What follows belongs to an exercise in optimizing a design on an open flow for small area; a production flow would make more cautious choices. Function was checked by simulation only, so behaviour that the tests miss may differ from the original. Power and IR drop assume default switching activity.

## the reference run
// intensity_reflector_cluster_detect
module intensity_reflector_cluster_detect
(
    input  logic        clk,
    input  logic        rst_n,
    input  logic        cfg_we,
    input  logic [2:0]  cfg_index,
    input  logic [22:0] cfg_data,
    input  logic        beam_valid,
    output logic        beam_stall,
    input  logic [15:0] beam_intensity,
    input  logic [15:0] beam_range_mm,
    input  logic        beam_range_finite,
    input  logic        beam_last,
    output logic        result_valid,
    input  logic        result_stall,
    output logic [19:0] result_center_index_q8,
    output logic [11:0] result_peak_index,
    output logic [11:0] result_start_index,
    output logic [11:0] result_end_index,
    output logic [15:0] result_peak_intensity,
    output logic [15:0] result_center_range_mm
);
export LEC_CHECK = 0
export CAP_MARGIN = 0
export CORE_MARGIN = 2
export CORE_UTILIZATION = 65
export CTS_BUF_LIST = sky130_fd_sc_hd__clkbuf_16
export CTS_CLUSTER_DIAMETER = 80
export CTS_CLUSTER_SIZE = 20
export SLEW_MARGIN = 0
create_clock -name core_clock -period 9.0 [get_ports {clk}]
standard.sh (not shown) runs the stock make flow with config.mk's settings and CLKGATE_MAP_FILE= SYNTH_SCRIPT=/design/flow/synth_recipe.tcl, a recipe that flattens the netlist after the stock synthesis.
==> flow/flow/run.sh <==
#!/bin/bash
# Own layout flow: the standard layout (standard.sh, unchanged synthesis
# and steps), with the port buffers made from the smallest buffer cell.
# Runs in the work folder; make's full output goes to flow_make.log there,
# and ORFS keeps each step's own log under orfs/logs.
set -uo pipefail
export BUFFER_PORTS_ARGS="-buffer_cell sky130_fd_sc_hd__buf_1"
bash standard.sh > flow_make.log 2>&1
Relative to the reference run, the following input files were edited for the trial run:
--- a/flow/design.v
+++ b/flow/design.v
@@ -54,46 +54,39 @@
     logic [15:0] thr_n;
     logic [15:0] thr_q;
     logic [12:0] minp_n;
     logic [15:0] span_q;
     logic [22:0] wmin_n;
     logic [22:0] wmax_n;
     logic [17:0] step_q;
     logic [15:0] lo_n;
     logic [15:0] lo_q;
     logic [15:0] hi_q;
-    always_ff @(posedge clk or negedge rst_n)
+    logic [7:0]  cfg_en;
+    always_comb
     begin
+        cfg_en = 8'd0;
+        if (cfg_we)
+            cfg_en[cfg_index] = 1'b1;
         if (!rst_n)
-        begin
-            thr_n  <= ~16'd45;
-            minp_n <= ~13'd5;
-            span_q <= 16'd30;
-            wmin_n <= ~23'd10000;
-            wmax_n <= ~23'd120000;
-            step_q <= 18'd8727;
-            lo_n   <= ~16'd150;
-            hi_q   <= 16'd12000;
-        end
-        else if (cfg_we)
-        begin
-            case (cfg_index)
-                3'd0: thr_n  <= ~cfg_data[15:0];
-                3'd1: minp_n <= ~cfg_data[12:0];
-                3'd2: span_q <= cfg_data[15:0];
-                3'd3: wmin_n <= ~cfg_data;
-                3'd4: wmax_n <= ~cfg_data;
-                3'd5: step_q <= cfg_data[17:0];
-                3'd6: lo_n   <= ~cfg_data[15:0];
-                default: hi_q <= cfg_data[15:0];
-            endcase
-        end
+            cfg_en = 8'hFF;
+    end
+    always_ff @(posedge clk)
+    begin
+        if (cfg_en[0]) thr_n  <= rst_n ? ~cfg_data[15:0] : ~16'd45;
+        if (cfg_en[1]) minp_n <= rst_n ? ~cfg_data[12:0] : ~13'd5;
+        if (cfg_en[2]) span_q <= rst_n ? cfg_data[15:0] : 16'd30;
+        if (cfg_en[3]) wmin_n <= rst_n ? ~cfg_data : ~23'd10000;
+        if (cfg_en[4]) wmax_n <= rst_n ? ~cfg_data : ~23'd120000;
+        if (cfg_en[5]) step_q <= rst_n ? cfg_data[17:0] : 18'd8727;
+        if (cfg_en[6]) lo_n   <= rst_n ? ~cfg_data[15:0] : ~16'd150;
+        if (cfg_en[7]) hi_q   <= rst_n ? cfg_data[15:0] : 16'd12000;
     end
     assign thr_q  = ~thr_n;
     assign lo_q   = ~lo_n;
     logic [2:0]  st;
     logic [7:0]  t;          
     logic [1:0]  ph;         
     logic [12:0] e_q;        
     logic        in_cl;      
     logic        dj;         
     logic        lastf;      
--- outcome ---
Changes observed in the trial run relative to the reference run: count of state elements after synthesis shows no meaningful change, placed wire-length estimate after detailed placement went down by 950 um, synthesized cell count moved down, clock share of power shows an increase of 0.7 points, post-layout minimum cycle time lost 0.039 ns.
The trial run completed end to end with timing, DRC and antenna clean.
near_q[9] as the capture point of the worst path was reported by the trial run, and far_q[3] by the reference run.
Summary: with the reference run as the reference, via count in the trial run moved down by a little under 10%.

## v11
intensity_reflector_cluster_detect, a different RTL version from the one above (not shown whole).
Size in the first run: about 1700 cells after synthesis, about 350 flip-flops, roughly 19000 um^2 of cells after synthesis.
==> flow/config.mk <==
export PLATFORM = sky130hd
export DESIGN_NAME = intensity_reflector_cluster_detect
export DESIGN_NICKNAME = intensity_reflector_cluster_detect
export VERILOG_FILES = /design/flow/design.v
export SDC_FILE = /design/flow/constraint.sdc
export NUM_CORES = 4
export LEC_CHECK = 0
export CAP_MARGIN = 0
export CORE_MARGIN = 2
export CORE_UTILIZATION = 65
export CTS_BUF_LIST = sky130_fd_sc_hd__clkbuf_16
export CTS_CLUSTER_DIAMETER = 80
export CTS_CLUSTER_SIZE = 20
export SLEW_MARGIN = 0
==> flow/constraint.sdc <==
create_clock -name core_clock -period 9.0 [get_ports {clk}]
set_input_delay 1.8000 -clock core_clock [delete_from_list [all_inputs] [get_ports {clk}]]
set_output_delay 1.8000 -clock core_clock [all_outputs]
set_load 0.01 [all_outputs]
Scripts as last shown in full above: flow/flow/run.sh
diff inputs: v11 => v27
--- a/flow/design.v
+++ b/flow/design.v
@@ -47,48 +47,42 @@
     localparam logic [2:0] S_CLR   = 3'd1;    
     localparam logic [2:0] S_ACC   = 3'd2;    
     localparam logic [2:0] S_ACPT  = 3'd3;    
     localparam logic [2:0] S_ACPTC = 3'd4;    
     localparam logic [2:0] S_MUL   = 3'd5;    
     localparam logic [2:0] S_DIV   = 3'd6;    
     localparam logic [2:0] S_PRES  = 3'd7;    
-    logic [15:0] thr_n;
     logic [15:0] thr_q;
     logic [12:0] minp_q;
     logic [15:0] span_q;
-    logic [22:0] wmin_n;
     logic [22:0] wmin_q;
     logic [22:0] wmax_q;
     logic [17:0] step_q;
-    logic [15:0] lo_n;
     logic [15:0] lo_q;
     logic [15:0] hi_q;
     logic [7:0]  cfg_en;
     always_comb
     begin
         cfg_en = 8'd0;
         if (cfg_we)
             cfg_en[cfg_index] = 1'b1;
         if (!rst_n)
             cfg_en = 8'hFF;
     end
     always_ff @(posedge clk)
     begin
-        if (cfg_en[0]) thr_n  <= rst_n ? ~cfg_data[15:0] : ~16'd45;
+        if (cfg_en[0]) thr_q  <= rst_n ? cfg_data[15:0] : 16'd45;
         if (cfg_en[1]) minp_q <= rst_n ? cfg_data[12:0] : 13'd5;
         if (cfg_en[2]) span_q <= rst_n ? cfg_data[15:0] : 16'd30;
-        if (cfg_en[3]) wmin_n <= rst_n ? ~cfg_data : ~23'd10000;
+        if (cfg_en[3]) wmin_q <= rst_n ? cfg_data : 23'd10000;
         if (cfg_en[4]) wmax_q <= rst_n ? cfg_data : 23'd120000;
         if (cfg_en[5]) step_q <= rst_n ? cfg_data[17:0] : 18'd8727;
-        if (cfg_en[6]) lo_n   <= rst_n ? ~cfg_data[15:0] : ~16'd150;
+        if (cfg_en[6]) lo_q   <= rst_n ? cfg_data[15:0] : 16'd150;
         if (cfg_en[7]) hi_q   <= rst_n ? cfg_data[15:0] : 16'd12000;
     end
-    assign thr_q  = ~thr_n;
-    assign wmin_q = ~wmin_n;
-    assign lo_q   = ~lo_n;
     logic [2:0]  st;
     logic [7:0]  t;          
     logic [1:0]  ph;         
     logic [12:0] e_q;        
     logic        in_cl;      
     logic        dj;         
     logic        lastf;      
@@ -227,21 +221,20 @@
     logic        rcb_q;
     logic [43:0] asum;
     logic        ring_en;
     logic        inj0;
     logic        inj40;
     logic        qbit;
     logic [83:0] ring_d;
-    logic        w_ws;       
-    logic        wc_q;       
-    logic        wsb;
+    logic [27:0] wrot;
+    logic [27:0] wsum;
     logic        ws_en;
     logic [27:0] ws_d;
     assign rot    = {ring[82:0], ring[83]};
-    assign addend = w_iws ? ({4'd0, idx} & {16{ij}}) : (beam_range_mm & {16{ij && w_rws}});
+    assign addend = w_iws ? ({4'd0, idx} & {16{ij}}) : (beam_range_mm & {16{ij}});
     assign ra     = rip_add({21'd0, rot[7:0]}, {21'd0, addend[7:0]}, 1'b0);
     assign rb     = rip_add({21'd0, rot[15:8]}, {21'd0, addend[15:8]}, rca_q && cy);
     always_comb
     begin
         logic c;
         c = rcb_q && cy;
         for (int i = 0; i < 28; i++)
@@ -260,23 +253,31 @@
     begin
         ring_d = {rot[83:44], asum};
         if (inj0)
             ring_d[0] = qbit;
         if (inj40)
             ring_d[40] = qbit;
     end
-    assign w_ws  = cmp_ge({21'd0, t}, 29'd40, 1'b1) && !cmp_ge({21'd0, t}, 29'd68, 1'b1);
-    assign ws_en = ((st == S_CLR) || (st == S_ACC)) && w_ws && stp;
-    assign wsb   = (ws[0] ^ ij ^ wc_q) && (st != S_CLR);
-    assign ws_d  = {wsb, ws[27:1]};
+    assign wrot  = {ws[26:0], ws[27]};
+    assign ws_en = ((st == S_CLR) || ((st == S_ACC) && cmp_ge({21'd0, t}, 29'd56, 1'b1))) && stp;
+    always_comb
+    begin
+        logic c;
+        c = ij;
+        for (int i = 0; i < 28; i++)
+        begin
+            wsum[i] = wrot[i] ^ c;
+            c       = wrot[i] & c;
+        end
+    end
+    assign ws_d  = {wsum[27:1], wsum[0] && (st != S_CLR)};
     always_ff @(posedge clk)
     begin
         rca_q <= ra[8];
         rcb_q <= rb[8];
-        wc_q  <= (st == S_ACC) && w_ws && ((ws[0] & ij) | (ws[0] & wc_q) | (ij & wc_q));
         if (ring_en)
             ring <= ring_d;
         if (ws_en)
             ws <= ws_d;
     end
     logic [7:0] tn;
     logic       win_n;
@@ -287,18 +288,17 @@
         c = 1'b1;
         for (int i = 0; i < 8; i++)
         begin
             tn[i] = t[i] ^ c;
             c     = t[i] & c;
         end
     end
-    assign win_n = (cmp_ge({21'd0, tn}, 29'd24, 1'b1) && !cmp_ge({21'd0, tn}, 29'd56, 1'b1))
+    assign win_n = (cmp_ge({21'd0, tn}, 29'd24, 1'b1) && !cmp_ge({21'd0, tn}, 29'd40, 1'b1))
                    || (cmp_ge({21'd0, tn}, 29'd68, 1'b1) && !cmp_ge({21'd0, tn}, 29'd84, 1'b1));
-    assign jn    = !cmp_ge({21'd0, tn}, 29'd40, 1'b1) ? (4'd7 - tn[3:0])
-                   : (!cmp_ge({21'd0, tn}, 29'd56, 1'b1) ? (tn[3:0] ^ 4'd8) : (4'd3 - tn[3:0]));
+    assign jn    = !cmp_ge({21'd0, tn}, 29'd48, 1'b1) ? (4'd7 - tn[3:0]) : (4'd3 - tn[3:0]);
     always_ff @(posedge clk)
     begin
         if (stp)
             ij <= (st == S_ACC) && win_n && add_b && beam_intensity[jn];
     end
     always_ff @(posedge clk)
     begin
[summary]
Each of the runs, namely v27 and v11, reached the end of the flow and came out clean.
Against v11, v27 reports a xor and xnor area share after synthesis that is lower.
v27 vs v11, source of the critical timing path: t[0]$_DFF_P_ vs st[0]$_DFFE_PN0P_
Taking v11 as the reference, in v27 total clock network power neither gained nor lost much, max-slew headroom at the worst pin went down by 4.0 points, critical path depth saw an increase, total number of nets in the final design picked up an extra about 1.3%, post-route minimum period higher.
Between v11 and v27, the wire length figures differ only marginally.
Design area delta for v27 relative to v11: about 1.5% higher
Changes observed in v27 relative to v11: wire length of the first global-routing pass lower; number of sequential storage elements held.

## what the ideal ports hide
No port has a modelled driver above. Below, the same layouts with a new extraction and two added sets of constraints.
Step 1: set_driving_cell puts a clkbuf_16 on clk and a buf_2 on each other input, an assumption about the parent block.
Step 2 adds t to the input delays and takes it off the output delays; t is the mean of the earliest and latest rising clock arrival at the registers after step 1. Input paths then give back, and output paths get back, about the clock's delay inside the block.
Slacks: ideal ports / drivers / drivers and shift; pairs: ideal ports / drivers.
| run | shift t [ns] | setup WS [ns] | hold WS [ns] | worst setup path at the end |
|---|---|---|---|---|
| the reference run | 0.581 | 1.330 / 1.330 / 1.330 | 0.421 / 0.421 / 0.421 | register to register |
| the trial run | 0.583 | 1.369 / 1.369 / 1.369 | 0.419 / 0.419 / 0.419 | register to register |
| v11 | 0.597 | 1.665 / 1.665 / 1.665 | 0.427 / 0.427 / 0.427 | register to register |
| v27 | 0.587 | 0.942 / 0.942 / 0.942 | 0.421 / 0.421 / 0.421 | register to register |
After both steps every run listed still meets setup and hold.
